What follows belongs to an exercise in optimizing a design on an open flow for small area, a short achievable clock period and few clock cycles; a production flow would make more cautious choices. Function was checked by simulation only, so behaviour that the tests miss may differ from the original. Power and IR drop assume default switching activity.

$ cat flow/run.sh
#!/bin/bash
# synth_recipe.tcl (not shown) runs the flow's synth.tcl, then flattens the netlist and writes it again
# the make line also repeats each setting of config.mk as NAME=value (left out here)
make -C /OpenROAD-flow-scripts/flow DESIGN_CONFIG=/design/flow/config.mk WORK_HOME=/design/flow/orfs CLKGATE_MAP_FILE= SYNTH_SCRIPT=/design/flow/synth_recipe.tcl finish
$ cat flow/config.mk
export PLATFORM = sky130hd
export DESIGN_NAME = bmp_pixel_stream_blitter_core
export DESIGN_NICKNAME = bmp_pixel_stream_blitter_core
export VERILOG_FILES = /design/flow/design.v
export SDC_FILE = /design/flow/constraint.sdc
export NUM_CORES = 4
export LEC_CHECK = 0
export CAP_MARGIN = 20
export CORE_MARGIN = 2
export CORE_UTILIZATION = 40
export CTS_BUF_LIST = sky130_fd_sc_hd__clkbuf_8
export CTS_CLUSTER_SIZE = 30
export SETUP_SLACK_MARGIN = 4.8
export SLEW_MARGIN = 20
$ cat flow/constraint.sdc
create_clock -name core_clock -period 8.0 [get_ports {clk}]
set_input_delay 1.6000 -clock core_clock [delete_from_list [all_inputs] [get_ports {clk}]]
set_output_delay 1.6000 -clock core_clock [all_outputs]
set_load 0.01 [all_outputs]
$ cat flow/design.v
`timescale 1ns / 1ps
`default_nettype none
module bpsb_add #(
  parameter int W = 26
) (
  input  logic [W-1:0] a,
  input  logic [W-1:0] b,
  input  logic         ci,
  output logic [W-1:0] s
);
  localparam int L = $clog2(W);
  logic [W-1:0] p0;
  logic [W-1:0] g [0:L];
  logic [W-1:0] p [0:L];
  logic [W:0]   c;
  assign p0 = a ^ b;
  assign g[0] = a & b;
  assign p[0] = p0;
  for (genvar l = 0; l < L; l++) begin : g_lvl
    for (genvar i = 0; i < W; i++) begin : g_bit
      if (((i >> l) & 1) == 1) begin : g_merge
        localparam int J = ((i >> l) << l) - 1;
        assign g[l+1][i] = g[l][i] | (p[l][i] & g[l][J]);
        assign p[l+1][i] = p[l][i] & p[l][J];
      end else begin : g_pass
        assign g[l+1][i] = g[l][i];
        assign p[l+1][i] = p[l][i];
      end
    end
  end
  assign c[0] = ci;
  for (genvar i = 0; i < W; i++) begin : g_carry
    assign c[i+1] = g[L][i] | (p[L][i] & ci);
  end
  assign s = p0 ^ c[W-1:0];
endmodule
`default_nettype wire
`timescale 1ns / 1ps
`default_nettype none
module bmp_pixel_stream_blitter_core (
  input  logic        clk,
  input  logic        rst,
  input  logic        pixels_valid,
  output logic        pixels_ready,
  input  logic [7:0]  pixels_pixel_byte,
  input  logic        pixels_image_start,
  output logic        writes_valid,
  input  logic        writes_ready,
  output logic [25:0] writes_write_address,
  output logic [31:0] writes_write_data,
  output logic        writes_final_write,
  input  logic        cfg_write,
  input  logic [2:0]  cfg_index,
  input  logic [19:0] cfg_data
);
  logic        c_depth;
  logic [12:0] c_w;        
  logic [12:0] weff;
  logic        c_neg;
  logic [12:0] c_h;        
  logic        c_hp1;
  logic [11:0] c_xo;
  logic [11:0] c_yo;
  logic [12:0] c_px;       
  logic [12:0] c_pitch;
  logic [19:0] c_sh;
  logic        depth_n;
  assign depth_n = rst ? 1'b0 : (cfg_write && cfg_index == 3'd0) ? cfg_data[0] : c_depth;
  assign c_pitch = c_px ^ {13{!c_neg}};
  always_ff @(posedge clk) begin
    if (rst) begin
      c_depth <= 1'b0;
      c_w <= '0;
      c_neg <= 1'b0;
      c_h <= '0;
      c_hp1 <= 1'b0;
      c_xo <= '0;
      c_yo <= '0;
      c_px <= 13'h1ffe;
      c_sh <= '0;
    end else if (cfg_write) begin
      case (cfg_index)
        3'd0: c_depth <= cfg_data[0];
        3'd1: c_w <= cfg_data[12:0];
        3'd2: begin
          c_neg <= cfg_data[13];
          c_px <= c_px ^ {13{c_neg ^ cfg_data[13]}};
          if (cfg_data[13]) begin
            c_h <= cfg_data[12] ? ~cfg_data[12:0] : 13'd4096;
            c_hp1 <= cfg_data[12];
          end else begin
            c_h <= (cfg_data[12] && cfg_data[11:0] != 12'd0) ? 13'd4096 : cfg_data[12:0];
            c_hp1 <= 1'b0;
          end
        end
        3'd3: c_xo <= cfg_data[11:0];
        3'd4: c_yo <= cfg_data[11:0];
        3'd5: c_px <= cfg_data[12:0] ^ {13{!c_neg}};
        3'd6: c_sh <= cfg_data[19:0];
        default: ;
      endcase
    end
  end
  logic trig;
  assign trig = cfg_write && (cfg_index >= 3'd2) && (cfg_index <= 3'd5);
  logic [1:0]  pos;        
  logic [7:0]  raw0, raw1, raw2;
  logic [1:0]  k;          
  logic [11:0] col;
  logic [12:0] row;
  logic [1:0]  pad;
  logic        idle;
  logic        wv;
  logic        wfin;
  logic [31:0] wdata;
  logic [25:0] waddr;
  logic        addr_ok;    
  logic [25:0] rb;         
  logic        busy;       
  logic        m_w;        
  logic        m_w2;       
  logic        m_h;        
  logic        m_x;        
  logic        phb;        
  logic [3:0]  cnt;
  assign writes_valid = wv;
  assign writes_final_write = wfin;
  assign writes_write_data = wdata;
  assign writes_write_address = waddr;
  logic st_pad;        
  logic st_full;       
  logic ns_data;       
  logic ns_comp;       
  logic ns_pad;        
  logic s_idle;        
  logic lim_eq;        
  logic k_lt;          
  logic can_complete;
  logic accept;
  logic start;
  logic out_free;
  assign st_pad = (pad != 2'd0);
  assign st_full = c_depth ? (pos == 2'd3) : pos[1];
  assign ns_data = !idle && !st_pad && !st_full;
  assign ns_comp = !idle && !st_pad && st_full;
  assign ns_pad = !idle && st_pad;
  assign weff = (c_w[12] && c_w[11:0] != 12'd0) ? 13'd4096 : c_w;
  assign s_idle = (c_w == 13'd0) || (!c_hp1 && c_h == 13'd0);
  assign lim_eq = (!c_depth && pos == 2'd3) ? (k == 2'd2) : (k == pos);
  assign k_lt = !lim_eq;
  assign can_complete = !wv && addr_ok && lim_eq;
  logic rdy;
  assign pixels_ready = rdy;
  assign accept = pixels_valid && pixels_ready;
  assign start = accept && pixels_image_start;
  assign out_free = !wv || writes_ready;
  logic is_data;      
  logic is_comp;      
  assign is_data = accept && !pixels_image_start && ns_data;
  assign is_comp = accept && !pixels_image_start && ns_comp;
  logic [12:0] col_inc;
  logic [13:0] row_inc;
  logic        row_end;
  logic        img_end;
  bpsb_add #(.W(13)) u_cinc (.a({1'b0, col}), .b(13'd0), .ci(1'b1), .s(col_inc));
  bpsb_add #(.W(14)) u_rinc (.a({1'b0, row}), .b(14'd0), .ci(1'b1), .s(row_inc));
  logic [13:0] cw_d;
  logic [13:0] ch_d;
  bpsb_add #(.W(14)) u_cwc (.a({1'b0, col_inc}), .b({1'b1, ~weff}), .ci(1'b1), .s(cw_d));
  bpsb_add #(.W(14)) u_chc (.a(row_inc), .b({1'b1, ~c_h}), .ci(!c_hp1), .s(ch_d));
  always_ff @(posedge clk) begin
    row_end <= !cw_d[13];
    img_end <= !ch_d[13];
  end
  logic [1:0] pos_n;
  logic [1:0] pad_n;
  logic       idle_n;
  always_comb begin
    pos_n = pos;
    pad_n = pad;
    idle_n = idle;
    if (rst) begin
      pos_n = '0;
      idle_n = 1'b1;
      pad_n = '0;
    end else if (accept) begin
      if (pixels_image_start) begin
        pos_n = s_idle ? 2'd0 : 2'd1;
        pad_n = '0;
        idle_n = s_idle;
      end else if (ns_pad) begin
        pad_n = pad - 2'd1;
      end else if (ns_data) begin
        pos_n = pos + 2'd1;
      end else if (ns_comp) begin
        pos_n = 2'd0;
        if (row_end) begin
          if (img_end) idle_n = 1'b1;
          else pad_n = c_depth ? 2'd0 : weff[1:0];
        end
      end
    end
  end
  always_ff @(posedge clk) begin
    pos <= pos_n;
    pad <= pad_n;
    idle <= idle_n;
    if (accept) begin
      if (pixels_image_start) begin
        col <= '0;
        row <= '0;
      end else if (!ns_pad && !ns_data && ns_comp) begin
        if (row_end) begin
          col <= '0;
          row <= row_inc[12:0];
        end else begin
          col <= col_inc[11:0];
        end
      end
    end
  end
  always_ff @(posedge clk) begin
    if (start ? !s_idle : is_data) begin
      case (start ? 2'd0 : pos)
        2'd0: raw0 <= pixels_pixel_byte;
        2'd1: raw1 <= pixels_pixel_byte;
        default: raw2 <= pixels_pixel_byte;
      endcase
    end
  end
  logic [1:0]  ch;
  logic [7:0]  held;
  logic [7:0]  sh_in;
  logic [4:0]  sh_amt;
  logic [31:0] placed;
  logic        place_new;
  logic        place_old;
  assign ch = (st_full && lim_eq) ? (c_depth ? 2'd3 : 2'd2) : k;
  always_comb begin
    case (k)
      2'd0: held = raw0;
      2'd1: held = raw1;
      default: held = raw2;
    endcase
    case (ch)
      2'd0: sh_amt = c_sh[4:0];
      2'd1: sh_amt = c_sh[9:5];
      2'd2: sh_amt = c_sh[14:10];
      default: sh_amt = c_sh[19:15];
    endcase
  end
  assign sh_in = (start || lim_eq) ? pixels_pixel_byte : held;
  assign placed = {24'd0, sh_in} << sh_amt;
  assign place_new = out_free && (start ? (!s_idle && k == 2'd0) : (is_data && lim_eq));
  assign place_old = out_free && k_lt && !start;
  always_ff @(posedge clk) begin
    if (is_comp || place_new || place_old) begin
      wdata <= (k == 2'd0 ? 32'd0 : wdata) | placed;
    end
  end
  logic [1:0] k_n;
  always_comb begin
    if (rst || cfg_write || is_comp) begin
      k_n = '0;
    end else if (place_new || place_old) begin
      k_n = k + 2'd1;
    end else if (start) begin
      k_n = '0;
    end else begin
      k_n = k;
    end
  end
  always_ff @(posedge clk) k <= k_n;
  logic wv_n;
  assign wv_n = rst ? 1'b0 : is_comp ? 1'b1 : writes_ready ? 1'b0 : wv;
  always_ff @(posedge clk) wv <= wv_n;
  always_ff @(posedge clk) begin
    if (is_comp) wfin <= row_end && img_end;
  end
  logic [14:0] y;
  logic [14:0] y_r;
  logic [12:0] yr;
  logic        pbit;
  logic [25:0] add_a;
  logic [25:0] add_b;
  logic        add_c;
  logic [25:0] sum;
  logic        upd;
  logic        rb_ok;      
  logic        rb_r0;      
  logic        inc;        
  logic        hstep;      
  logic        launch;     
  assign yr = phb ? row : 13'd0;
  logic [12:0] ya;
  bpsb_add #(.W(13)) u_ya (.a({1'b0, c_yo}), .b(c_neg ? 13'd0 : c_h), .ci(1'b0), .s(ya));
  bpsb_add #(.W(15)) u_yb (.a(y_r), .b(c_neg ? {2'd0, yr} : {2'b11, ~yr}), .ci(1'b0), .s(y));
  always_ff @(posedge clk) begin
    if (hstep && m_w) y_r <= {2'd0, ya};
    else if (hstep && m_w2) y_r <= y;
  end
  assign hstep = busy && !(inc && !addr_ok);
  logic       busy_n, phb_n, m_w_n, m_w2_n, m_h_n, m_x_n, rb_ok_n, rb_r0_n, inc_n;
  logic [3:0] cnt_n;
  logic       pbit_n;
  logic       addr_ok_n;
  logic       rb_we;
  logic       rb_clr;
  assign upd = !addr_ok && out_free && (inc || (rb_ok && !busy));
  assign launch = (!busy && !inc && rb_ok && addr_ok && img_end && !idle)
               || (start && !(busy && !phb) && !(!busy && rb_r0));
  assign addr_ok_n = (rst || trig || start || is_comp) ? 1'b0 : upd ? 1'b1 : addr_ok;
  always_comb begin
    busy_n = busy;
    phb_n = phb;
    m_w_n = m_w;
    m_w2_n = m_w2;
    m_h_n = m_h;
    m_x_n = m_x;
    rb_ok_n = rb_ok;
    rb_r0_n = rb_r0;
    inc_n = inc;
    cnt_n = cnt;
    rb_we = 1'b0;
    rb_clr = 1'b0;
    if (rst) begin
      busy_n = 1'b0;
      m_w_n = 1'b0;
      m_w2_n = 1'b0;
      m_h_n = 1'b0;
      m_x_n = 1'b0;
      rb_ok_n = 1'b0;
      rb_r0_n = 1'b0;
      inc_n = 1'b0;
    end else if (trig || launch) begin
      busy_n = 1'b1;
      phb_n = trig && !idle;
      m_w_n = 1'b1;
      m_w2_n = 1'b0;
      m_h_n = 1'b0;
      m_x_n = 1'b0;
      rb_ok_n = 1'b0;
      rb_r0_n = 1'b0;
      inc_n = !trig && !start;
    end else begin
      if (start) inc_n = 1'b0;
      if (start && !busy && rb_r0) begin
        rb_ok_n = 1'b1;
        rb_r0_n = 1'b0;
      end
      if (hstep) begin
        if (m_w) begin
          rb_clr = 1'b1;
          m_w_n = 1'b0;
          m_w2_n = 1'b1;
        end else if (m_w2) begin
          m_w2_n = 1'b0;
          m_h_n = 1'b1;
          cnt_n = 4'd12;
        end else if (m_h) begin
          rb_we = 1'b1;
          cnt_n = cnt - 4'd1;
          if (cnt == 4'd0) begin
            m_h_n = 1'b0;
            m_x_n = 1'b1;
          end
        end else if (m_x) begin
          rb_we = 1'b1;
          m_x_n = 1'b0;
          busy_n = 1'b0;
          if (phb || start || (!idle && !inc)) begin
            rb_ok_n = 1'b1;
            rb_r0_n = 1'b0;
          end else begin
            rb_r0_n = 1'b1;
          end
        end
      end else if (is_comp && row_end && !img_end) begin
        rb_we = 1'b1;
      end
    end
  end
  assign pbit_n = hstep ? c_pitch[m_w2 ? 4'd12 : (cnt - 4'd1)] : pbit;
  always_ff @(posedge clk) begin
    busy <= busy_n;
    phb <= phb_n;
    m_w <= m_w_n;
    m_w2 <= m_w2_n;
    m_h <= m_h_n;
    m_x <= m_x_n;
    rb_ok <= rb_ok_n;
    rb_r0 <= rb_r0_n;
    inc <= inc_n;
    cnt <= cnt_n;
    pbit <= pbit_n;
    addr_ok <= addr_ok_n;
    if (rb_clr) rb <= '0;
    else if (rb_we) rb <= sum;
  end
  logic hstep_n;
  logic sel_sh, sel_wa, sel_y, sel_x, sel_c, sel_p;
  assign hstep_n = busy_n && !(inc_n && !addr_ok_n);
  always_ff @(posedge clk) begin
    sel_sh <= hstep_n && m_h_n;
    sel_wa <= !hstep_n && !addr_ok_n && inc_n;
    sel_y <= hstep_n && m_h_n && pbit_n;
    sel_x <= hstep_n && m_x_n;
    sel_c <= !hstep_n && !addr_ok_n && !inc_n;
    sel_p <= !hstep_n && addr_ok_n;
  end
  assign add_a = ({26{sel_sh}} & {rb[24:0], 1'b0})
               | ({26{sel_wa}} & waddr)
               | ({26{!sel_sh && !sel_wa}} & rb);
  assign add_b = ({26{sel_y}} & {{11{y_r[14]}}, y_r})
               | ({26{sel_x}} & {14'd0, c_xo})
               | ({26{sel_c}} & {14'd0, col})
               | ({26{sel_p}} & {{13{!c_neg}}, c_px});
  assign add_c = (sel_p && !c_neg) || sel_wa;
  bpsb_add #(.W(26)) u_add (.a(add_a), .b(add_b), .ci(add_c), .s(sum));
  logic st_full_n;
  logic lim_eq_n;
  assign st_full_n = depth_n ? (pos_n == 2'd3) : pos_n[1];
  assign lim_eq_n = (!depth_n && pos_n == 2'd3) ? (k_n == 2'd2) : (k_n == pos_n);
  always_ff @(posedge clk) begin
    rdy <= !(!idle_n && pad_n == 2'd0 && st_full_n)
           || (!wv_n && addr_ok_n && lim_eq_n && !cfg_write);
  end
  always_ff @(posedge clk) begin
    if (upd) waddr <= sum;
  end
endmodule
`default_nettype wire
==> flow_summary.toml, run 1 <==
[clock_network]
cts.reportedPaths.clkPinSlew_ns = 0.06
cts_tree = "done"
cts_buffer_depth = 3
root_buffer = "clkbuf_8"
cts_buffers = 48
htreeDepth = 2
clk_latency_ns = 0.62
clock-sinks = 267

[timing]
period_needed_ns = 3.27
setup_tns_ns = 0
grt_setup_unrepaired = "true"
post-route-period-util_pct = 40.8
hold_violations = 0
max_freq_mhz = 306
clock_skew_ns = 0.0300
setup_viol = 0
relSlewSlack_pct = 34.0
maxSlewViolCount = 0
worstMarginPinSlew_ns = 0.981

[floorplan]
die_x_um = 201
die_h_um = 201
start_util_pct = 40.3
die-area_sq_um = 40300
io-pin-count = 98
core-area_sq_um = 38400
num_rows = 72

[placed_design]
gp_congestion = 0.851
post-dp-hpwl_um = 30500
io_buffers = 97
dp.cells = 2262

[route]
first_pass_iters = 5
drc = 0
wirelength_met1_um = 20900
wl_met2_um = 20500
routedWlPerCell_um = 19.0
drtAntennaViolNets = 0
highest_layer = "met4"
wl_um = 45400
vias = 13177
via_per_inst = 5.50
wl_met3_um = 2840
drtIter0Drc = 1142

[synth]
yosysWarningCount = 13
netlist_area_sq_um = 15500
synth_top_area_cell = "edfxtp_1"
synth_top_cells_by_count = "342 x nand2_1, 141 x dfxtp_1, 132 x a21oi_1"
synthesis.nets = 1859
yosysMostFrequentCell = "nand2_1"
synth_area_per_cell_sq_um = 8.99
ys_ff_latch = 267
ys_seq_area_share_pct = 42.7
postSynthCellCount = 1721
netlist.area_leader.share_pct = 24.5
synthArstFlopShare_pct = 0
yosys_most_used_dff = "dfxtp_1"
synthDistinctLibCells = 81
synth-edff-count = 126
yosys-top-cells-area = "edfxtp_1 24%, dfxtp_1 18%, nand2_1 8.3%, ha_1 7.4%, a21oi_1 4.3%"

[global_routing]
grt_first_pass_wirelength_um = 70300
grt_max_degree = 88
grt_overflow = 0
grtUsageTotal_pct = 22.0
grt_pass1_vias = 12500
antenna_found_initial = 0

[critical_path]
crit_fanout = 8
crit_path_start_kind = "flop"
ff2ff_path_depth = 15
worst_ep_required_time_ns = 8.51
crit_type = "flop to flop"
critPathCaptureType = "flop"
cp_data_arrival_time_ns = 3.77

[worst_hold_path]
holdPathStages = 2
hold_class = "flop to flop"

[run]
maxCapViolCount = 0

[cells_and_area]
drive_gt1_share_pct = 15.1
final_cells = 2394
final_nets = 1974
areaGrowthSynthToFinish_pct = 23.2
antennaDiodeCount = 0

[status]
run_status = "timing/DRC/antenna clean"

[power_and_ir_drop]
power.density_nw_per_um2 = 168
p_leak_nw = 7.44
peakVddDrop_v = 0.000110
## registers in the layout, indices dropped and copies added, names as in the netlist, 13 cells and up
name / count
wdata: 32
c_w: 13
row: 13
waddr: 26
c_h: 13
y_r: 15
c_px: 13
rb: 26
c_sh: 20
## layout make-up
cell class,instances,area [sq um]
multi-input cells,1291,8930
fillers,3611,19300
repair buffers,161,1690
clock inverters,35,149
flip-flops and latches,267,6630
well taps,518,648
inverters,67,260
clock buffers,55,757
## layer usage
layer  GRT usage (%)  vias up
li1                -     6374
met1            31.2     6298
met2            34.4      421
met3            3.78       84
met4            6.48        0
met5               0        -
## path summary, 6_finish.rpt
kind / startpoint / slack (ns) / to
worst max-delay path: sel_sh / 4.73 / rb[23]
worst min register to register: pbit / 0.45 / pbit
worst max register to register: sel_sh / 4.73 / rb[23]
worst min-delay path: pbit / 0.45 / pbit
## power breakdown
part | internal, mW | switching (mW)
Combinational | 0.189 | 0.257
Clock | 0.628 | 0.594
Sequential | 1.49 | 0.0438
Total | 2.31 | 0.895
## per-stage QoR
stage | setup WS (ns) | power [mW] | util [%] | hold slack, ns | cell area, sq um
2_1_floorplan | 4.39 | 1.81 | - | 0.412 | 15600
3_3_place_gp | 3.31 | 1.95 | 44.2 | 0.428 | 17000
3_5_place_dp | 3.25 | 1.96 | 44.2 | 0.433 | 17000
4_1_cts | 4.78 | 3.21 | 48.5 | 0.449 | 18600
5_1_grt | 4.63 | 3.34 | 49.7 | 0.468 | 19100
6_report | 4.73 | 3.20 | 49.7 | 0.449 | 19100
## logic make-up (layout without fill, tap and decap cells)
kind of cell / Yosys count / count (layout) / synth area share [%]
multiplexers: 42 / 42 / 3.52
buffers and inverters: 164 / 318 / 4.11
AND/OR/NAND/NOR: 672 / 672 / 19.5
adder cells (fa/ha/maj): 101 / 101 / 8.61
flip-flops: 267 / 267 / 42.7
XOR/XNOR: 87 / 87 / 4.93
AO/OA/AOI/OAI: 388 / 389 / 16.6
## timing repair
action / in CTS / in global routing
hold endpoints to repair: 0 / 0
gates cloned: 5 / 0
setup endpoints to repair: 160 / 118
pin swaps: 16 / 37
setup buffers: 25 / 12
hold buffers: 0 / 0
gates resized for setup: 101 / 87
## cell usage in the layout, fill, tap and decap left out, types with 10 or more instances in the layout
cell type        instances
a21o_1                  16
nand2b_1                33
xor2_1                  45
nor2_1                 118
a22oi_1                 48
a21oi_1                128
and2_1                  23
or3_1                   10
a22oi_2                 12
clkdlybuf4s50_1         72
nand2_1                326
edfxtp_1               126
o221ai_1                11
nand2_2                 13
inv_1                   79
clkbuf_8                55
buf_4                   44
ha_4                    13
nor3_1                  38
nor2b_1                 24
a211oi_1                15
nor4_1                  11
o22ai_1                 15
dlymetal6s2s_1          13
nand3_1                 20
and3_1                  16
ha_1                    76
a221oi_1                13
dfxtp_1                131
mux2i_1                 16
o21ai_0                 40
buf_6                   10
xnor2_1                 39
## worst max-delay path: stages, from the launching register on
cell	delay [ns]
dfxtp_4	0.36
buf_12	0.14
nor2_4	0.14
buf_6	0.14
buf_4	0.11
nand2_1	0.06
nand2_2	0.10
ha_4	0.22
and3_4	0.17
and3_1	0.17
or3b_4	0.44
nor3_4	0.32
o22ai_4	0.18
a21o_1	0.23
and3_1	0.17
nor4_1	0.20
Testbench counts, summed over its fixed seeds: cycles 38,887.
==> inputs of run 2 (changes only) <==
--- a/flow/config.mk
+++ b/flow/config.mk
@@ -8,7 +8,8 @@
 export CAP_MARGIN = 20
 export CORE_MARGIN = 2
 export CORE_UTILIZATION = 40
-export CTS_BUF_LIST = sky130_fd_sc_hd__clkbuf_8
-export CTS_CLUSTER_SIZE = 30
+export CTS_BUF_LIST = sky130_fd_sc_hd__clkbuf_16
+export CTS_CLUSTER_DIAMETER = 100
+export CTS_CLUSTER_SIZE = 20
 export SETUP_SLACK_MARGIN = 4.8
 export SLEW_MARGIN = 20
==> run 2 against run 1 <==
Compared with the run above: non-clock buffer count rose by 5; hold slack better by 0.0051 ns; global-route usage fell by 0.77 points; clock power shrank 29%; critical path type unchanged; still clean; combinational power increased by 1%; clock skew down 0.011 ns; sequential share of layout area grew 0.62 points; flip-flop and latch count unchanged; utilization is 0.91 points lower.
==> flow_summary.toml, run 2 <==
[placed_design]
io_buffers = 97
gp_congestion = 0.851
post-dp-hpwl_um = 30500
dp.cells = 2262

[clock_network]
root_buffer = "clkbuf_16"
cts_hold_buf = 0
cts_buffer_depth = 3
cts.reportedPaths.clkPinSlew_ns = 0.09
cts_buffers = 17
htreeDepth = 1
cts_tree = "done"
clk_latency_ns = 0.50
clock-sinks = 267

[power_and_ir_drop]
power_switching_mw = 0.782
seqPwrFrac_pct = 53.6
p_leak_nw = 7.18
switching_share_pct = 27.4
power.density_nw_per_um2 = 152
p_int_mw = 2.07
pwr-share-comb_pct = 15.8
peakVddDrop_v = 0.000153
pwr-share-clk_pct = 30.5

[timing]
maxSlewViolCount = 0
clock_skew_ns = 0.0187
period_needed_ns = 3.34
setup_tns_ns = 0
hold_violations = 0
worstMarginPinSlew_ns = 0.989
grt_setup_unrepaired = "true"
setup_viol = 0
relSlewSlack_pct = 33.5
max_freq_mhz = 300
post-route-period-util_pct = 41.7

[route]
drtIter0Drc = 987
wl_um = 45000
routedWlPerCell_um = 19.3
vias = 13006
drc = 0
via_per_inst = 5.56
drtAntennaViolNets = 0
first_pass_iters = 5

[worst_hold_path]
holdPathStages = 2
hold_class = "flop to flop"

[synth]
synth-compound-area-share_pct = 16.6
netlist.area_leader.share_pct = 24.5
synth_top_family_by_area = "simple AND/OR/NAND/NOR gates"
netlist_area_sq_um = 15500
synthDistinctLibCells = 81
synth-edff-count = 126
yosys.area_share.simple_pct = 19.5
yosysWarningCount = 13
synthArstFlopShare_pct = 0
ys_seq_area_share_pct = 42.7
yosysMostFrequentCell = "nand2_1"
synth_top_area_cell = "edfxtp_1"
synth_area_per_cell_sq_um = 8.99
yosys-top-cells-area = "edfxtp_1 24%, dfxtp_1 18%, nand2_1 8.3%, ha_1 7.4%, a21oi_1 4.3%"
synth_top_cells_by_count = "342 x nand2_1, 141 x dfxtp_1, 132 x a21oi_1"
postSynthCellCount = 1721
synthesis.nets = 1859
synth_xor_area_share_pct = 4.93
ys_ff_latch = 267
synthMuxAreaShare_pct = 3.52
synth_fa_ha_area_share_pct = 8.61
yosys_most_used_dff = "dfxtp_1"

[cells_and_area]
antennaDiodeCount = 0
regMostFlops = "wdata"
drive_gt1_share_pct = 13.3
final_cell_mix = "327 x nand2_1, 133 x dfxtp_1, 126 x edfxtp_1"
final_cells = 2339
fillers = 3647
largest_reg_flops = 32
top_regs = "wdata x32, rb x26, waddr x26"
areaGrowthSynthToFinish_pct = 21.0
mostFrequentLayoutCell = "nand2_1"
final_nets = 1949

[run]
maxCapViolCount = 0

[critical_path]
critPathCaptureType = "flop"
crit_path_start_kind = "flop"
worst_ep_required_time_ns = 8.24
crit_fanout = 8
crit_type = "flop to flop"
cp_data_arrival_time_ns = 3.58
ff2ff_path_depth = 13

[status]
run_status = "timing/DRC/antenna clean"

[floorplan]
start_util_pct = 40.3
die_h_um = 201
num_rows = 72
core-area_sq_um = 38400
io-pin-count = 98
die-area_sq_um = 40300
die_x_um = 201

[global_routing]
grt_use_met2_pct = 33.5
grt_max_degree = 88
grtUsageTotal_pct = 21.2
antenna_found_initial = 0
use_met1_pct = 31.5
grt-busiest-layer = "met2"
grt_first_pass_wirelength_um = 68700
grtUsageMet3_pct = 1.85
grt_pass1_vias = 12100
grt_overflow = 0
run 2: cell types whose count changed in the layout (fill, tap and decap cells not counted), sizes merged, moves of 5 or more:
cell	delta
dlygate4sd2	-7
inv	-5
buf	+5
clkbuf	-37
clkinv	-15
clkdlybuf4s50	+12
dlymetal6s2s	-7
run 2: critical path, stage by stage (launching register included):
cell       delay, ns
dfxtp_4         0.38
buf_12          0.14
buf_8           0.13
nand2b_4        0.14
o21ai_4         0.19
ha_4            0.22
o21a_1          0.21
o31ai_4         0.10
a211oi_2        0.12
or3b_4          0.44
nor3_4          0.32
o22ai_4         0.18
a2111oi_4       0.42
a211oi_2        0.07
run 2: layout make-up:
| cell class | instances | area [sq um] | share of cell area, % |
|---|---|---|---|
| Clock buffer | 17 | 425 | 2.27 |
| Multi-Input combinational cell | 1292 | 8990 | 48.0 |
| Timing Repair Buffer | 166 | 1720 | 9.18 |
| Tap cell | 518 | 648 | 3.46 |
| Sequential cell | 267 | 6620 | 35.4 |
| Clock inverter | 12 | 55.1 | 0.294 |
| Inverter | 67 | 256 | 1.37 |
run 2: logic make-up (layout without fill, tap and decap cells):
group,after synthesis,in the layout
fa+ha+maj,101,101
simple gates,672,673
compound gates,388,389
flops,267,267
buf+inv,164,262
xor+xnor,87,87
mux,42,42
run 2: power by group through the flow:
stage | registers [mW] | logic, mW | clock network (mW)
after detailed placement | 1.56 | 0.400 | 0
after global routing | 1.53 | 0.493 | 0.935
after global placement | 1.56 | 0.392 | 0
after CTS | 1.53 | 0.424 | 0.895
final | 1.53 | 0.451 | 0.870
after floorplan | 1.55 | 0.261 | 0
run 2: repair_timing:
item	4_1_cts	5_1_grt
endpoints found under the setup margin	185	107
buffers inserted	18	23
gates cloned	5	2
resized for setup	87	95
pin swaps	13	55
run 2: stage by stage:
| stage | cell area, sq um | total power [mW] | setup WS (ns) | hold WS (ns) | util, % |
|---|---|---|---|---|---|
| global route | 18700 | 2.96 | 4.57 | 0.471 | 48.8 |
| detailed placement | 17000 | 1.96 | 3.25 | 0.433 | 44.2 |
| global placement | 17000 | 1.95 | 3.31 | 0.428 | 44.2 |
| CTS | 18000 | 2.85 | 4.71 | 0.453 | 47.0 |
| finish | 18700 | 2.85 | 4.66 | 0.454 | 48.8 |
| floorplan | 15600 | 1.81 | 4.39 | 0.412 | - |
run 2: final timing paths:
check	from	to	slack (ns)
max	sel_sh	waddr[24]	4.66
min	pbit	pbit	0.45
max reg2reg	sel_sh	waddr[24]	4.66
min reg2reg	pbit	pbit	0.45
run 2: per-layer routing:
layer  up-vias  part of all wire, %
li1       6295                    -
met1      6264                   47
met2       375                   45
met3        72                  5.5
met4         0                  2.6
met5         -                    0
==> inputs of run 3 (changes only) <==
==> flow/flow/run.sh (new file) <==
#!/bin/bash
# The standard layout, with the smallest buffer on every input and output
# port (ORFS picks a delay cell there by default). Each tool's output goes
# to the logs ORFS writes under orfs/logs/; the whole run is also kept in
# flow_run.log.
set -euo pipefail
export BUFFER_PORTS_ARGS="-buffer_cell sky130_fd_sc_hd__buf_1"
bash standard.sh > flow_run.log 2>&1
==> flow/standard.sh (new file) <==
#!/bin/bash
# synth_recipe.tcl (not shown) runs the flow's synth.tcl, then flattens the netlist and writes it again
# the make line also repeats each setting of config.mk as NAME=value (left out here)
make -C /OpenROAD-flow-scripts/flow DESIGN_CONFIG=/design/flow/config.mk WORK_HOME=/design/flow/orfs CLKGATE_MAP_FILE= SYNTH_SCRIPT=/design/flow/synth_recipe.tcl "${@:-finish}"
removed: flow/run.sh
==> run 3 against run 2 <==
Compared with the run above: still clean on timing, DRC and antenna; cell count barely moved; clock-buffer cell count did not move; worst setup slack got worse by 0.034 ns; combinational power fell by 2%; hold slack improved by 0.0046 ns; cell area fell by 2.5%; critical path depth fell by 3; synthesized cell count did not move; first-iteration DRC count rose by 7.7%; largest cell class unchanged.
==> flow_summary.toml, run 3 <==
[status]
run_status = "timing/DRC/antenna clean"

[cells_and_area]
largest_reg_flops = 32
final_cell_mix = "322 x nand2_1, 132 x dfxtp_1, 126 x edfxtp_1"
mostFrequentLayoutCell = "nand2_1"
drive_gt1_share_pct = 14.4
regMostFlops = "wdata"
final_util_pct = 47.5
fillers = 3677
top_regs = "wdata x32, rb x26, waddr x26"
final_nets = 1950
antennaDiodeCount = 0
areaGrowthSynthToFinish_pct = 17.9

[critical_path]
crit_type = "input pin to flop"
r2r_slack_ns = 4.67
crit_path_start_kind = "input pin"
crit_fanout = 5
crit_slowest_cell = "mux2i_2"
crit_end = "wdata[7]"
timing.rr.start = "sel_sh"
critPathCaptureType = "flop"
cp_data_arrival_time_ns = 3.60
r2r-end = "waddr[24]"
crit_top_cell = "buf_12"
cp_cell_sequence = "buf_12 -> buf_12 -> and3_4 -> a221oi_4 -> buf_12 -> mux4_2 -> mux2i_2 -> nand2_1 -> nand2_2 -> o22ai_1"
worst_ep_required_time_ns = 8.23
slowest_delay_ns = 0.39
cp-startpoint = "pixels_image_start"
ff2ff_path_depth = 13

[synth]
ys_seq_area_share_pct = 42.7
synth-edff-count = 126
synth_fa_ha_area_share_pct = 8.61
yosys_most_used_dff = "dfxtp_1"
synthArstFlopShare_pct = 0
synthDistinctLibCells = 81
synth_area_per_cell_sq_um = 8.99
postSynthCellCount = 1721
yosys.area_share.simple_pct = 19.5
yosysMostFrequentCell = "nand2_1"
synthMuxAreaShare_pct = 3.52
yosysWarningCount = 13
synth-compound-area-share_pct = 16.6
ys_ff_latch = 267
netlist.area_leader.share_pct = 24.5
synth_xor_area_share_pct = 4.93
yosys-top-cells-area = "edfxtp_1 24%, dfxtp_1 18%, nand2_1 8.3%, ha_1 7.4%, a21oi_1 4.3%"
synth_top_family_by_area = "simple AND/OR/NAND/NOR gates"
synthesis.nets = 1859
netlist_area_sq_um = 15500
synth_top_cells_by_count = "342 x nand2_1, 141 x dfxtp_1, 132 x a21oi_1"
synth_top_area_cell = "edfxtp_1"

[worst_hold_path]
hold_class = "flop to flop"

[power_and_ir_drop]
p_leak_nw = 6.93
peakVddDrop_v = 0.000140
power.density_nw_per_um2 = 156

[clock_network]
root_buffer = "clkbuf_16"
clk_latency_ns = 0.51
clock-sinks = 267
cts.reportedPaths.clkPinSlew_ns = 0.09
cts_tree = "done"
cts_hold_buf = 0
cts_buffers = 17
htreeDepth = 1
cts_buffer_depth = 3

[floorplan]
start_util_pct = 40.3
io-pin-count = 98
die_h_um = 201
die-area_sq_um = 40300
core-area_sq_um = 38400
num_rows = 72
die_x_um = 201

[timing]
maxSlewViolCount = 0
post-route-period-util_pct = 42.1
setup_tns_ns = 0
setup_viol = 0
worstMarginPinSlew_ns = 1.12
period_needed_ns = 3.37
fin_ws_ns = 4.63
clock_skew_ns = 0.0205
hold_violations = 0
relSlewSlack_pct = 23.8
grt_setup_unrepaired = "true"
max_freq_mhz = 297

[global_routing]
grtUsageTotal_pct = 21.1
grt_pass1_vias = 12214
grt_overflow = 0
grt_max_degree = 88
grt_first_pass_wirelength_um = 68400
antenna_found_initial = 0

[route]
drtIter0Drc = 1063
first_pass_iters = 5
routedWlPerCell_um = 18.9
wl_um = 44200
vias = 13004
drc = 0
via_per_inst = 5.56
drtAntennaViolNets = 0

[placed_design]
io_buffers = 97
post-dp-hpwl_um = 30100
gp_congestion = 0.829
place_ws_ns = 3.52

[run]
maxCapViolCount = 0
[run 3: cell counts after synthesis]
No cell type changed its count.
[run 3: how the worst min path moves through the flow]
stage / from / depth (start not counted) / to / slack (ns)
2_1_floorplan: pbit / 2 / pbit / 0.41
5_1_grt: c_xo[4] / 2 / c_xo[4] / 0.48
6_report: c_sh[18] / 2 / c_sh[18] / 0.46
4_1_cts: pbit / 2 / pbit / 0.46
3_5_place_dp: pbit / 2 / pbit / 0.44
3_3_place_gp: pbit / 2 / pbit / 0.43
[run 3: worst max-delay path, delay by kind of cell]
family,cells,cell delay [ns]
simple gates,3,0.54
buf+inv,3,0.37
mux,2,0.73
compound gates,2,0.36
[run 3: layer usage]
metal	wire length [um]	vias up	GRT usage (%)
met5	0	-	0
met4	963	0	4.52
met3	2680	54	2.82
met2	20200	372	33.9
met1	20400	6267	30.4
li1	-	6311	-
[run 3: area by class of cell]
| type | count | area (sq um) | area share, % |
|---|---|---|---|
| timing repair buffer | 167 | 1200 | 6.56 |
| sequential | 267 | 6630 | 36.3 |
| tap | 518 | 648 | 3.55 |
| inverter | 67 | 260 | 1.43 |
| multi-input combinational | 1292 | 9030 | 49.5 |
| clock inverter | 12 | 51.3 | 0.281 |
| clock buffer | 17 | 425 | 2.33 |
[run 3: power breakdown]
group / leakage [nW] / internal [mW] / switching [mW] / total [mW]
registers: 2.32 / 1.49 / 0.0419 / 1.53
logic: 4.35 / 0.177 / 0.265 / 0.442
clock network: 0.267 / 0.391 / 0.485 / 0.876
[run 3: cell families (layout without fill, tap and decap cells)]
family                     count (synthesis)  in the layout
muxes                                     42             42
AOI/OAI and AO/OA                        388            388
and+or+nand+nor                          672            674
buffers and inverters                    164            263
xor gates and xnor gates                  87             87
adders and majority gates                101            101
DFF                                      267            267
[run 3: repair_timing]
item | in CTS | in global routing
hold endpoints to repair | 0 | 0
cloned | 6 | 2
pin swaps | 12 | 41
endpoints found under the setup margin | 118 | 110
resized for setup | 62 | 128
buffers inserted | 23 | 22
[run 3: per-stage QoR]
step	hold slack, ns	area [sq um]	power [mW]	std cells
2_1_floorplan	0.412	15600	1.81	1721
3_3_place_gp	0.426	16300	1.92	2258
3_5_place_dp	0.439	16300	1.93	2258
4_1_cts	0.459	17400	2.82	2316
5_1_grt	0.480	18200	2.96	2340
6_report	0.459	18200	2.85	2340
==> inputs of run 4 (changes only) <==
--- a/flow/config.mk
+++ b/flow/config.mk
@@ -8,8 +8,7 @@
 export CAP_MARGIN = 20
 export CORE_MARGIN = 2
 export CORE_UTILIZATION = 40
-export CTS_BUF_LIST = sky130_fd_sc_hd__clkbuf_16
-export CTS_CLUSTER_DIAMETER = 100
-export CTS_CLUSTER_SIZE = 20
+export CTS_BUF_LIST = sky130_fd_sc_hd__clkbuf_8
+export CTS_CLUSTER_SIZE = 30
 export SETUP_SLACK_MARGIN = 4.8
 export SLEW_MARGIN = 20
==> run 4 against run 3 <==
Compared with the run above: still clean on timing, DRC and antenna; cell count up 2.6%; power up 15%; synthesized cell count unchanged; worst setup slack better by 0.12 ns; global-route usage up 0.59 points; clock skew up 0.017 ns; area after synthesis unchanged; flip-flop and latch count unchanged; fmax up 3.7%; die area unchanged; highest routed layer unchanged.
==> flow_summary.toml, run 4 <==
[route]
vias = 13230
wl_um = 45000
routedWlPerCell_um = 18.7
drtAntennaViolNets = 0
drtIter0Drc = 984
drc = 0
first_pass_iters = 6
via_per_inst = 5.51

[power_and_ir_drop]
peakVddDrop_v = 0.000104
power.density_nw_per_um2 = 177
p_leak_nw = 7.20

[floorplan]
start_util_pct = 40.3
die-area_sq_um = 40300
core-area_sq_um = 38400
num_rows = 72
io-pin-count = 98
die_h_um = 201
die_x_um = 201

[timing]
fin_ws_ns = 4.75
maxSlewViolCount = 0
clock_skew_ns = 0.0378
hold_violations = 0
setup_tns_ns = 0
worstMarginPinSlew_ns = 1.07
post-route-period-util_pct = 40.6
max_freq_mhz = 308
setup_viol = 0
grt_setup_unrepaired = "true"
relSlewSlack_pct = 26.3
period_needed_ns = 3.25

[synth]
ys_seq_area_share_pct = 42.7
yosysMostFrequentCell = "nand2_1"
synthArstFlopShare_pct = 0
synth_top_area_cell = "edfxtp_1"
synth-edff-count = 126
synthMuxAreaShare_pct = 3.52
netlist_area_sq_um = 15500
synthDistinctLibCells = 81
synth-compound-area-share_pct = 16.6
yosysWarningCount = 13
synth_top_cells_by_count = "342 x nand2_1, 141 x dfxtp_1, 132 x a21oi_1"
yosys_most_used_dff = "dfxtp_1"
synthesis.nets = 1859
ys_ff_latch = 267
yosys-top-cells-area = "edfxtp_1 24%, dfxtp_1 18%, nand2_1 8.3%, ha_1 7.4%, a21oi_1 4.3%"
synth_xor_area_share_pct = 4.93
synth_area_per_cell_sq_um = 8.99
synth_fa_ha_area_share_pct = 8.61
postSynthCellCount = 1721
yosys.area_share.simple_pct = 19.5
synth_top_family_by_area = "simple AND/OR/NAND/NOR gates"
netlist.area_leader.share_pct = 24.5

[cells_and_area]
mostFrequentLayoutCell = "nand2_1"
final_cell_mix = "324 x nand2_1, 132 x dfxtp_1, 126 x edfxtp_1"
fillers = 3623
drive_gt1_share_pct = 15.7
final_nets = 1981
antennaDiodeCount = 0
largest_reg_flops = 32
regMostFlops = "wdata"
areaGrowthSynthToFinish_pct = 20.1
top_regs = "wdata x32, rb x26, waddr x26"

[clock_network]
cts_hold_buf = 0
cts.reportedPaths.clkPinSlew_ns = 0.06
htreeDepth = 2
cts_tree = "done"
cts_buffer_depth = 3
cts_buffers = 48
clock-sinks = 267
clk_latency_ns = 0.63
root_buffer = "clkbuf_8"

[placed_design]
place_ws_ns = 3.52
gp_congestion = 0.829
post-dp-hpwl_um = 30100
io_buffers = 97

[critical_path]
critPathBufInv = 2
critPathTopFamily = "simple AND/OR/NAND/NOR gates"
crit_slowest_cell = "or3b_4"
cp_data_arrival_time_ns = 3.78
crit_type = "flop to flop"
slowest_delay_ns = 0.42
critPathCaptureType = "flop"
worst_ep_required_time_ns = 8.53
cp_cell_sequence = "buf_12 -> nor2_4 -> nand2_1 -> nand2_2 -> ha_4 -> a21o_1 -> a21o_1 -> a21oi_2 -> or3b_4 -> nor3_4 -> o22ai_4 -> buf_6 -> a2111o_1 -> a21oi_2"
crit_path_start_kind = "flop"
crit_fanout = 7

[status]
run_status = "timing/DRC/antenna clean"

[global_routing]
antenna_found_initial = 0
grt_first_pass_wirelength_um = 69600
grtUsageTotal_pct = 21.7
grt_overflow = 0
grt_pass1_vias = 12493
grt_max_degree = 88

[worst_hold_path]
hold_class = "flop to flop"

[run]
maxCapViolCount = 0
## run 4: changes by cell type in the layout (fill, tap and decap cells not counted), moves of 4 or more
cell / previous run / this run
buf_6: 11 / 7
o22ai_2: 9 / 4
clkbuf_8: 0 / 62
clkinv_2: 1 / 8
o22ai_1: 9 / 14
inv_1: 73 / 82
o221ai_1: 4 / 12
clkbuf_16: 19 / 3
nand2_4: 6 / 1
buf_4: 43 / 47
o221ai_2: 12 / 4
ha_1: 79 / 75
## run 4: stage by stage
step | instance area (sq um) | hold WS (ns) | std cells | util (%) | power [mW]
floorplan | 15600 | 0.412 | 1721 | - | 1.81
global placement | 16300 | 0.426 | 2258 | 42.6 | 1.92
detailed placement | 16300 | 0.439 | 2258 | 42.6 | 1.93
CTS | 17900 | 0.453 | 2373 | 46.8 | 3.28
global route | 18600 | 0.475 | 2401 | 48.4 | 3.42
finish | 18600 | 0.453 | 2401 | 48.4 | 3.28
## run 4: worst paths after layout
check               from     end  slack, ns  cells after the start
setup reg to reg  sel_sh  rb[24]       4.75                     14
hold / removal      pbit    pbit       0.45                      2
hold reg to reg     pbit    pbit       0.45                      2
setup / recovery  sel_sh  rb[24]       4.75                     14
## run 4: area by class of cell
type | count | area, sq um | share of cell area, %
clock buffers | 61 | 840 | 4.52
repair buffers | 167 | 1150 | 6.19
multi-input cells | 1292 | 8900 | 47.9
well taps | 518 | 648 | 3.49
inverters | 67 | 263 | 1.41
clock inverters | 29 | 150 | 0.808
flip-flops and latches | 267 | 6630 | 35.7
## run 4: kinds of logic (layout without fill, tap and decap cells)
| family | after synthesis | after routing |
|---|---|---|
| DFF | 267 | 267 |
| xor gates and xnor gates | 87 | 87 |
| and+or+nand+nor | 672 | 674 |
| AOI/OAI and AO/OA | 388 | 388 |
| adders and majority gates | 101 | 101 |
| buffers and inverters | 164 | 324 |
| muxes | 42 | 42 |
## run 4: worst register-to-register path, stage by stage (launching register included)
cell and delay, ns:
dfxtp_4 0.38, buf_12 0.15, nor2_4 0.24, nand2_1 0.11, nand2_2 0.09, ha_4 0.20, a21o_1 0.15, a21o_1 0.16
a21oi_2 0.13, or3b_4 0.42, nor3_4 0.31, o22ai_4 0.18, buf_6 0.16, a2111o_1 0.37, a21oi_2 0.14
## run 4: per-layer routing
layer	global-route usage (%)	up-vias	wire (um)	share of wire (%)
met5	0	-	0	0
met4	5.56	0	934	2.1
met3	4.12	65	3060	6.8
met2	34.6	420	20600	46
met1	30.3	6363	20400	45
li1	-	6382	-	-
## run 4: timing repair
item | 4_1_cts | 5_1_grt
endpoints found under the hold margin | 0 | 0
pin swaps | 15 | 46
setup endpoints to repair | 115 | 98
cloned | 4 | 4
resized for setup | 81 | 82
buffers inserted | 21 | 24
## run 4: where the power goes
group | switching (mW) | internal, mW | total [mW]
Sequential | 0.0418 | 1.49 | 1.53
Clock | 0.612 | 0.719 | 1.33
Combinational | 0.255 | 0.167 | 0.422
==> inputs of run 5 (changes only) <==
--- a/flow/design.v
+++ b/flow/design.v
@@ -18,8 +18,8 @@
   assign p[0] = p0;
   for (genvar l = 0; l < L; l++) begin : g_lvl
     for (genvar i = 0; i < W; i++) begin : g_bit
-      if (((i >> l) & 1) == 1) begin : g_merge
-        localparam int J = ((i >> l) << l) - 1;
+      if (i >= (1 << l)) begin : g_merge
+        localparam int J = i - (1 << l);
         assign g[l+1][i] = g[l][i] | (p[l][i] & g[l][J]);
         assign p[l+1][i] = p[l][i] & p[l][J];
       end else begin : g_pass
--- a/flow/config.mk
+++ b/flow/config.mk
@@ -8,7 +8,8 @@
 export CAP_MARGIN = 20
 export CORE_MARGIN = 2
 export CORE_UTILIZATION = 40
-export CTS_BUF_LIST = sky130_fd_sc_hd__clkbuf_8
-export CTS_CLUSTER_SIZE = 30
+export CTS_BUF_LIST = sky130_fd_sc_hd__clkbuf_16
+export CTS_CLUSTER_DIAMETER = 100
+export CTS_CLUSTER_SIZE = 20
 export SETUP_SLACK_MARGIN = 4.8
 export SLEW_MARGIN = 20
==> run 5 against run 4 <==
Compared with the run above: largest cell class unchanged; largest power group unchanged; area after synthesis up 0.25%; cell count down 1.2%; wire length down 0.87%; sequential power about the same; worst setup slack better by 0.087 ns; utilization down 2.7 points; critical endpoint is now wdata[10].
==> flow_summary.toml, run 5 <==
[synth]
synthesis.nets = 1904
yosysMostFrequentCell = "nand2_1"
yosys_most_used_dff = "dfxtp_1"
postSynthCellCount = 1776
yosys-top-cells-area = "edfxtp_1 24%, dfxtp_1 18%, nand2_1 8.4%, ha_1 7.1%, a21oi_1 5.0%"
ys_seq_area_share_pct = 42.6
ys_ff_latch = 267
netlist_area_sq_um = 15500
synth_area_per_cell_sq_um = 8.73
synth_top_cells_by_count = "346 x nand2_1, 154 x a21oi_1, 143 x nor2_1"
yosysWarningCount = 13
synthDistinctLibCells = 73
netlist.area_leader.share_pct = 24.4
synth_top_area_cell = "edfxtp_1"
synth-edff-count = 126
synthArstFlopShare_pct = 0

[floorplan]
die-area_sq_um = 40400
start_util_pct = 40.3
core-area_sq_um = 38500
die_x_um = 201
num_rows = 72
io-pin-count = 98
die_h_um = 201

[route]
drtIter0Drc = 1028
via_per_inst = 5.54
first_pass_iters = 5
drc = 0
routedWlPerCell_um = 18.8
wl_um = 44600
vias = 13145
drtAntennaViolNets = 0

[timing]
setup_tns_ns = 0
fin_ws_ns = 4.84
relSlewSlack_pct = 47.1
maxSlewViolCount = 0
max_freq_mhz = 316
period_needed_ns = 3.16
post-route-period-util_pct = 39.6
setup_viol = 0
grt_setup_unrepaired = "true"
clock_skew_ns = 0.0442
hold_violations = 0
worstMarginPinSlew_ns = 0.771

[critical_path]
timing.rr.start = "sel_sh"
critPathCaptureType = "flop"
r2r-end = "rb[25]"
crit_type = "input pin to flop"
crit_slowest_cell = "mux2_2"
crit_fanout = 8
slowest_delay_ns = 0.31
worst_ep_required_time_ns = 8.38
cp-startpoint = "pixels_valid"
crit_path_start_kind = "input pin"
ff2ff_path_depth = 14
cp_data_arrival_time_ns = 3.54
crit_top_cell = "mux2i_1"
cp_cell_sequence = "clkbuf_2 -> and2_4 -> nand2_4 -> o211ai_4 -> mux2i_2 -> mux2i_1 -> mux2i_1 -> mux2_2 -> mux2_4 -> o22ai_2"
r2r_slack_ns = 4.86
crit_end = "wdata[10]"

[placed_design]
place_ws_ns = 3.58
post-dp-hpwl_um = 31200
dp.cells = 2310
gp_congestion = 0.875
io_buffers = 97

[power_and_ir_drop]
peakVddDrop_v = 0.000190
p_leak_nw = 6.69
power.density_nw_per_um2 = 163

[clock_network]
clock-sinks = 267
cts_tree = "done"
cts.reportedPaths.clkPinSlew_ns = 0.09
cts_buffer_depth = 3
cts_hold_buf = 0
cts_buffers = 17
htreeDepth = 1
root_buffer = "clkbuf_16"
clk_latency_ns = 0.53

[cells_and_area]
regMostFlops = "wdata"
final_cell_mix = "336 x nand2_1, 148 x a21oi_1, 136 x nor2_1"
mostFrequentLayoutCell = "nand2_1"
largest_reg_flops = 32
drive_gt1_share_pct = 10.1
areaGrowthSynthToFinish_pct = 13.5
top_regs = "wdata x32, rb x26, waddr x26"
final_nets = 1971
antennaDiodeCount = 0
final_cells = 2372

[global_routing]
antenna_found_initial = 0
grt_max_degree = 84
grtUsageTotal_pct = 20.9
grt_overflow = 0
grt_pass1_vias = 12257
grt_first_pass_wirelength_um = 68400

[status]
run_status = "timing/DRC/antenna clean"

[run]
maxCapViolCount = 0

[worst_hold_path]
hold_class = "flop to flop"
run 5: cell types whose count changed after synthesis, moves of 8 or more:
| cell | change |
|---|---|
| and2_1 | -13 |
| o311ai_0 | +9 |
| nand3_1 | +16 |
| nor2b_1 | +16 |
| a221oi_1 | -11 |
| a21oi_1 | +22 |
| xnor2_1 | +24 |
| mux4_2 | -8 |
| xor2_1 | -13 |
| o21ai_1 | +10 |
| nor2_1 | +20 |
| nor3_1 | -18 |
run 5: layer usage:
layer / routed length (um) / part of all wire, % / global-route usage (%) / vias to the layer above
li1: - / - / - / 6440
met1: 21500 / 48 / 31.2 / 6254
met2: 19800 / 44 / 32.6 / 404
met3: 2510 / 5.6 / 2.44 / 47
met4: 860 / 1.9 / 4.34 / 0
met5: 0 / 0 / 0 / -
run 5: worst max-delay path, delay by kind of cell:
| kind | cells | cell delay, ns |
|---|---|---|
| multiplexers | 5 | 1.24 |
| AND/OR/NAND/NOR | 2 | 0.29 |
| AO/OA/AOI/OAI | 2 | 0.27 |
| buffers and inverters | 1 | 0.13 |
run 5: stage by stage:
stage / area (sq um) / util (%) / power (mW) / hold WS [ns]
CTS: 17000 / 44.3 / 2.86 / 0.460
floorplan: 15600 / - / 1.85 / 0.434
global route: 17600 / 45.7 / 2.98 / 0.475
global placement: 16300 / 42.4 / 1.97 / 0.442
finish: 17600 / 45.7 / 2.87 / 0.460
detailed placement: 16300 / 42.4 / 1.98 / 0.447
run 5: final cells by class:
| class | instances | area [sq um] |
|---|---|---|
| tap | 518 | 648 |
| multi-input combinational | 1356 | 8820 |
| timing repair buffer | 136 | 759 |
| sequential | 267 | 6630 |
| clock inverter | 13 | 66.3 |
| inverter | 65 | 251 |
| clock buffer | 17 | 425 |
| fill | 3776 | 20900 |
run 5: what timing repair did:
item                       4_1_cts  5_1_grt
setup endpoints to repair      146       93
hold endpoints to repair         0        0
setup buffers                    7       19
resized for setup               48       80
pin swaps                        4       11
cloned                           3        3
run 5: report_power, final:
part	switching [mW]	leakage, nW	internal, mW	total [mW]
logic	0.281	4.05	0.168	0.450
registers	0.0462	2.36	1.49	1.54
clock network	0.487	0.280	0.395	0.882
run 5: cell families after synthesis:
kind of cell,synth area share [%]
AND/OR/NAND/NOR,19.4
AO/OA/AOI/OAI,18.3
flip-flops,42.6
buffers and inverters,3.90
XOR/XNOR,5.54
adder cells (fa/ha/maj),7.49
multiplexers,2.71
run 5: how the worst min path moves through the flow:
stage / slack [ns] / startpoint / endpoint / depth (start not counted)
5_1_grt: 0.48 / c_sh[11] / c_sh[11] / 2
3_5_place_dp: 0.45 / c_xo[3] / c_xo[3] / 2
3_3_place_gp: 0.44 / c_sh[11] / c_sh[11] / 2
4_1_cts: 0.46 / c_sh[9] / c_sh[9] / 2
6_report: 0.46 / c_sh[9] / c_sh[9] / 2
2_1_floorplan: 0.43 / rb_ok / rb_ok / 2
Testbench counts of run 5, summed over its fixed seeds: cycles 38,887.
==> inputs of run 6 (changes only) <==
--- a/flow/design.v
+++ b/flow/design.v
@@ -18,8 +18,8 @@
   assign p[0] = p0;
   for (genvar l = 0; l < L; l++) begin : g_lvl
     for (genvar i = 0; i < W; i++) begin : g_bit
-      if (i >= (1 << l)) begin : g_merge
-        localparam int J = i - (1 << l);
+      if (((i >> l) & 1) == 1) begin : g_merge
+        localparam int J = ((i >> l) << l) - 1;
         assign g[l+1][i] = g[l][i] | (p[l][i] & g[l][J]);
         assign p[l+1][i] = p[l][i] & p[l][J];
       end else begin : g_pass
@@ -119,6 +119,7 @@
   logic        busy;       
   logic        m_w;        
   logic        m_w2;       
+  logic        m_w3;       
   logic        m_h;        
   logic        m_x;        
   logic        phb;        
@@ -146,7 +147,9 @@
   assign ns_pad = !idle && st_pad;
   assign weff = (c_w[12] && c_w[11:0] != 12'd0) ? 13'd4096 : c_w;
   assign s_idle = (c_w == 13'd0) || (!c_hp1 && c_h == 13'd0);
-  assign lim_eq = (!c_depth && pos == 2'd3) ? (k == 2'd2) : (k == pos);
+  logic lim_eq_r;
+  logic kz;
+  assign lim_eq = lim_eq_r;
   assign k_lt = !lim_eq;
   assign can_complete = !wv && addr_ok && lim_eq;
   logic rdy;
@@ -249,13 +252,13 @@
       default: sh_amt = c_sh[19:15];
     endcase
   end
-  assign sh_in = (start || lim_eq) ? pixels_pixel_byte : held;
+  assign sh_in = lim_eq ? pixels_pixel_byte : held;
   assign placed = {24'd0, sh_in} << sh_amt;
-  assign place_new = out_free && (start ? (!s_idle && k == 2'd0) : (is_data && lim_eq));
+  assign place_new = out_free && (start ? (!s_idle && kz && lim_eq) : (is_data && lim_eq));
   assign place_old = out_free && k_lt && !start;
   always_ff @(posedge clk) begin
     if (is_comp || place_new || place_old) begin
-      wdata <= (k == 2'd0 ? 32'd0 : wdata) | placed;
+      wdata <= (kz ? 32'd0 : wdata) | placed;
     end
   end
   logic [1:0] k_n;
@@ -277,7 +280,6 @@
   always_ff @(posedge clk) begin
     if (is_comp) wfin <= row_end && img_end;
   end
-  logic [14:0] y;
   logic [14:0] y_r;
   logic [12:0] yr;
   logic        pbit;
@@ -294,13 +296,12 @@
   assign yr = phb ? row : 13'd0;
   logic [12:0] ya;
   bpsb_add #(.W(13)) u_ya (.a({1'b0, c_yo}), .b(c_neg ? 13'd0 : c_h), .ci(1'b0), .s(ya));
-  bpsb_add #(.W(15)) u_yb (.a(y_r), .b(c_neg ? {2'd0, yr} : {2'b11, ~yr}), .ci(1'b0), .s(y));
   always_ff @(posedge clk) begin
-    if (hstep && m_w) y_r <= {2'd0, ya};
-    else if (hstep && m_w2) y_r <= y;
+    if (hstep && m_w3) y_r <= rb[14:0];
   end
   assign hstep = busy && !(inc && !addr_ok);
-  logic       busy_n, phb_n, m_w_n, m_w2_n, m_h_n, m_x_n, rb_ok_n, rb_r0_n, inc_n;
+  logic       busy_n, phb_n, m_w_n, m_w2_n, m_w3_n, m_h_n, m_x_n, rb_ok_n, rb_r0_n, inc_n;
+  logic       rb_ya;
   logic [3:0] cnt_n;
   logic       pbit_n;
   logic       addr_ok_n;
@@ -315,6 +316,7 @@
     phb_n = phb;
     m_w_n = m_w;
     m_w2_n = m_w2;
+    m_w3_n = m_w3;
     m_h_n = m_h;
     m_x_n = m_x;
     rb_ok_n = rb_ok;
@@ -323,10 +325,12 @@
     cnt_n = cnt;
     rb_we = 1'b0;
     rb_clr = 1'b0;
+    rb_ya = 1'b0;
     if (rst) begin
       busy_n = 1'b0;
       m_w_n = 1'b0;
       m_w2_n = 1'b0;
+      m_w3_n = 1'b0;
       m_h_n = 1'b0;
       m_x_n = 1'b0;
       rb_ok_n = 1'b0;
@@ -337,6 +341,7 @@
       phb_n = trig && !idle;
       m_w_n = 1'b1;
       m_w2_n = 1'b0;
+      m_w3_n = 1'b0;
       m_h_n = 1'b0;
       m_x_n = 1'b0;
       rb_ok_n = 1'b0;
@@ -350,11 +355,16 @@
       end
       if (hstep) begin
         if (m_w) begin
-          rb_clr = 1'b1;
+          rb_ya = 1'b1;
           m_w_n = 1'b0;
           m_w2_n = 1'b1;
         end else if (m_w2) begin
+          rb_we = 1'b1;
           m_w2_n = 1'b0;
+          m_w3_n = 1'b1;
+        end else if (m_w3) begin
+          rb_clr = 1'b1;
+          m_w3_n = 1'b0;
           m_h_n = 1'b1;
           cnt_n = 4'd12;
         end else if (m_h) begin
@@ -380,12 +390,13 @@
       end
     end
   end
-  assign pbit_n = hstep ? c_pitch[m_w2 ? 4'd12 : (cnt - 4'd1)] : pbit;
+  assign pbit_n = hstep ? c_pitch[m_w3 ? 4'd12 : (cnt - 4'd1)] : pbit;
   always_ff @(posedge clk) begin
     busy <= busy_n;
     phb <= phb_n;
     m_w <= m_w_n;
     m_w2 <= m_w2_n;
+    m_w3 <= m_w3_n;
     m_h <= m_h_n;
     m_x <= m_x_n;
     rb_ok <= rb_ok_n;
@@ -395,16 +406,18 @@
     pbit <= pbit_n;
     addr_ok <= addr_ok_n;
     if (rb_clr) rb <= '0;
+    else if (rb_ya) rb <= {13'd0, ya};
     else if (rb_we) rb <= sum;
   end
   logic hstep_n;
-  logic sel_sh, sel_wa, sel_y, sel_x, sel_c, sel_p;
+  logic sel_sh, sel_wa, sel_y, sel_x, sel_r, sel_c, sel_p;
   assign hstep_n = busy_n && !(inc_n && !addr_ok_n);
   always_ff @(posedge clk) begin
     sel_sh <= hstep_n && m_h_n;
     sel_wa <= !hstep_n && !addr_ok_n && inc_n;
     sel_y <= hstep_n && m_h_n && pbit_n;
     sel_x <= hstep_n && m_x_n;
+    sel_r <= hstep_n && m_w2_n;
     sel_c <= !hstep_n && !addr_ok_n && !inc_n;
     sel_p <= !hstep_n && addr_ok_n;
   end
@@ -413,6 +426,7 @@
                | ({26{!sel_sh && !sel_wa}} & rb);
   assign add_b = ({26{sel_y}} & {{11{y_r[14]}}, y_r})
                | ({26{sel_x}} & {14'd0, c_xo})
+               | ({26{sel_r}} & (c_neg ? {13'd0, yr} : {13'h1fff, ~yr}))
                | ({26{sel_c}} & {14'd0, col})
                | ({26{sel_p}} & {{13{!c_neg}}, c_px});
   assign add_c = (sel_p && !c_neg) || sel_wa;
@@ -424,6 +438,8 @@
   always_ff @(posedge clk) begin
     rdy <= !(!idle_n && pad_n == 2'd0 && st_full_n)
            || (!wv_n && addr_ok_n && lim_eq_n && !cfg_write);
+    lim_eq_r <= lim_eq_n;
+    kz <= (k_n == 2'd0);
   end
   always_ff @(posedge clk) begin
     if (upd) waddr <= sum;
==> run 6 against run 5 <==
Compared with the run above: highest routed layer unchanged; largest power group unchanged; still clean on timing, DRC and antenna; wire length increased by 0.24%; via count decreased by 3.7%; non-clock buffer count increased by 2.
==> flow_summary.toml, run 6 <==
[synth]
synth_top_cells_by_count = "281 x nand2_1, 147 x a21oi_1, 143 x dfxtp_1"
yosys-top-cells-area = "edfxtp_1 26%, dfxtp_1 19%, nand2_1 7.0%, ha_1 6.3%, a21oi_1 4.9%"
yosysWarningCount = 10
netlist_area_sq_um = 15100
postSynthCellCount = 1651
synth_area_per_cell_sq_um = 9.13
synth_top_area_cell = "edfxtp_1"
ys_seq_area_share_pct = 44.5
yosys_most_used_dff = "dfxtp_1"
netlist.area_leader.share_pct = 25.5
ys_ff_latch = 271
synthesis.nets = 1769
yosysMostFrequentCell = "nand2_1"
synthArstFlopShare_pct = 0
synthDistinctLibCells = 83
synth-edff-count = 128

[cells_and_area]
final_util_pct = 45.6
drive_gt1_share_pct = 9.78
mostFrequentLayoutCell = "nand2_1"
final_cell_mix = "280 x nand2_1, 141 x dfxtp_1, 140 x a21oi_1"
areaGrowthSynthToFinish_pct = 13.2
regMostFlops = "wdata"
fin_area_sq_um = 17100
largest_reg_flops = 32
final_nets = 1835
top_regs = "wdata x32, rb x26, waddr x26"

[critical_path]
crit_slowest_cell = "edfxtp_1"
crit_fanout = 3
cp_cell_sequence = "ha_2 -> and3_1 -> and3_1 -> and3_1 -> ha_1 -> xor2_1 -> ha_1 -> a21oi_2 -> nand2_1 -> a2111oi_2 -> o21ai_1 -> o21ai_1 -> xor2_1"
slowest_delay_ns = 0.41
worst_ep_required_time_ns = 8.41
r2r_slack_ns = 4.83
critPathCaptureType = "flop"
cp_data_arrival_time_ns = 3.58
crit_type = "flop to flop"
crit_top_cell = "and3_1"
crit_path_start_kind = "flop"

[timing]
setup_viol = 0
setup_tns_ns = 0
maxSlewViolCount = 0
post-route-period-util_pct = 39.6
fin_ws_ns = 4.83
relSlewSlack_pct = 31.5
hold_violations = 0
grt_setup_unrepaired = "true"
clock_skew_ns = 0.0110
worstMarginPinSlew_ns = 1.02
max_freq_mhz = 316
period_needed_ns = 3.17

[floorplan]
core-area_sq_um = 37400
start_util_pct = 40.3
num_rows = 71
io-pin-count = 98
die_h_um = 198
die_x_um = 198
die-area_sq_um = 39200

[route]
via_per_inst = 5.65
drtAntennaViolNets = 0
drc = 0
wl_um = 44700
vias = 12653
routedWlPerCell_um = 20.0
first_pass_iters = 5
drtIter0Drc = 915

[status]
run_status = "timing/DRC/antenna clean"

[clock_network]
cts_buffers = 17
cts_buffer_depth = 3
clk_latency_ns = 0.52
clock-sinks = 271
root_buffer = "clkbuf_16"
cts.reportedPaths.clkPinSlew_ns = 0.09
cts_hold_buf = 0
cts_tree = "done"
htreeDepth = 1

[global_routing]
grt_pass1_vias = 11984
grt_first_pass_wirelength_um = 67400
grtUsageMet3_pct = 1.86
use_met1_pct = 28.7
grt-busiest-layer = "met2"
grt_max_degree = 93
grtUsageTotal_pct = 21.9
antenna_found_initial = 0
grt_use_met2_pct = 38.0
grt_overflow = 0

[power_and_ir_drop]
seqPwrFrac_pct = 52.6
p_int_mw = 2.18
p_leak_nw = 6.45
power.density_nw_per_um2 = 181
pwr-share-comb_pct = 18.3
peakVddDrop_v = 0.000119
power_switching_mw = 0.906
pwr-share-clk_pct = 29.2
switching_share_pct = 29.4

[run]
maxCapViolCount = 0

[placed_design]
gp_congestion = 0.880
placed_cell_area_sq_um = 15800
post-dp-hpwl_um = 30900
place_ws_ns = 3.56
io_buffers = 97

[worst_hold_path]
hold_class = "flop to flop"
-- run 6: power groups by stage --
stage | registers [mW] | clock network (mW) | logic [mW]
after global placement | 1.65 | 0 | 0.494
after floorplan | 1.63 | 0 | 0.364
after global routing | 1.63 | 0.958 | 0.620
after detailed placement | 1.65 | 0 | 0.499
final | 1.62 | 0.899 | 0.563
after CTS | 1.62 | 0.921 | 0.531
-- run 6: critical path: cells and delay by family, from the launching register on --
| kind | cells | cell delay, ns |
|---|---|---|
| AO/OA/AOI/OAI | 4 | 0.77 |
| adder cells (fa/ha/maj) | 3 | 0.74 |
| AND/OR/NAND/NOR | 4 | 0.67 |
| XOR/XNOR | 2 | 0.47 |
| flip-flops | 1 | 0.41 |
-- run 6: layer usage --
metal / wire length [um] / share of wire, % / up-vias
li1: - / - / 6113
met1: 19600 / 44 / 6117
met2: 21400 / 48 / 338
met3: 1970 / 4.4 / 85
met4: 1770 / 3.9 / 0
met5: 0 / 0 / -
-- run 6: worst paths after layout --
check                           depth (start not counted)       to     from
worst min register to register                          2  c_sh[6]  c_sh[6]
worst max-delay path                                   13  img_end   row[0]
worst min-delay path                                    2  c_sh[6]  c_sh[6]
worst max register to register                         13  img_end   row[0]
-- run 6: what timing repair did --
action                                  4_1_cts  5_1_grt
hold endpoints to repair                      0        0
gates resized for setup                      42       61
cloned                                        1        4
buffers inserted                             14       17
pin swaps                                     6       20
endpoints found under the setup margin       90       83
-- run 6: final cells by class --
type                       instances  area (sq um)
timing repair buffer             138           793
multi-input combinational       1239          8220
fill                            3639         20300
clock inverter                    12          51.3
sequential                       271          6710
clock buffer                      18           450
antenna                            1          2.50
tap                              511           639
inverter                          50           195
-- run 6: logic make-up (layout without fill, tap and decap cells) --
kind of cell | count (synthesis) | after routing | synth area share, %
muxes | 42 | 43 | 3.30
and+or+nand+nor | 621 | 622 | 18.6
DFF | 271 | 271 | 44.5
other | 0 | 1 | 0
buffers and inverters | 144 | 218 | 3.81
xor gates and xnor gates | 61 | 61 | 3.55
AOI/OAI and AO/OA | 431 | 432 | 19.2
adders and majority gates | 81 | 81 | 6.98
-- run 6: metrics by stage --
step | hold WS [ns] | power, mW | cells
after floorplan | 0.415 | 1.99 | 1651
after global placement | 0.437 | 2.15 | 2173
after detailed placement | 0.447 | 2.15 | 2173
after CTS | 0.458 | 3.07 | 2218
after global routing | 0.480 | 3.21 | 2239
final | 0.459 | 3.08 | 2240
Testbench counts of run 6, summed over its fixed seeds: cycles 38,979.

==> port drivers added, routing unchanged <==
How much do the figures lean on ideal ports? The routed layouts below were timed once more, with nothing changed but the port constraints. Step 1: set_driving_cell puts a clkbuf_16 on clk and a buf_2 on each other input, an assumption about the parent block. Step 2 times the ports against the registers' clock, not the clock port: input delays grow and output delays shrink by t, the midpoint of the rising clock arrivals with the driver on. Three values: ideal, step 1, step 2; two values: the first two.
run	t, ns	setup slack, ns	pins driven straight from the clock port
run 1	0.655	4.734 / 4.734 / 4.100	1
run 2	0.546	4.663 / 4.663 / 4.149	1
run 3	0.556	4.629 / 4.632 / 4.075	1
run 4	0.659	4.748 / 4.748 / 4.106	1
run 5	0.560	4.835 / 4.857 / 4.305	1
run 6	0.563	4.833 / 4.833 / 4.298	1
After both steps every run listed still meets setup and hold. The setup slack of run 4, which loses most, moves by 0.000 ns with the drivers and by -0.642 ns with both steps.
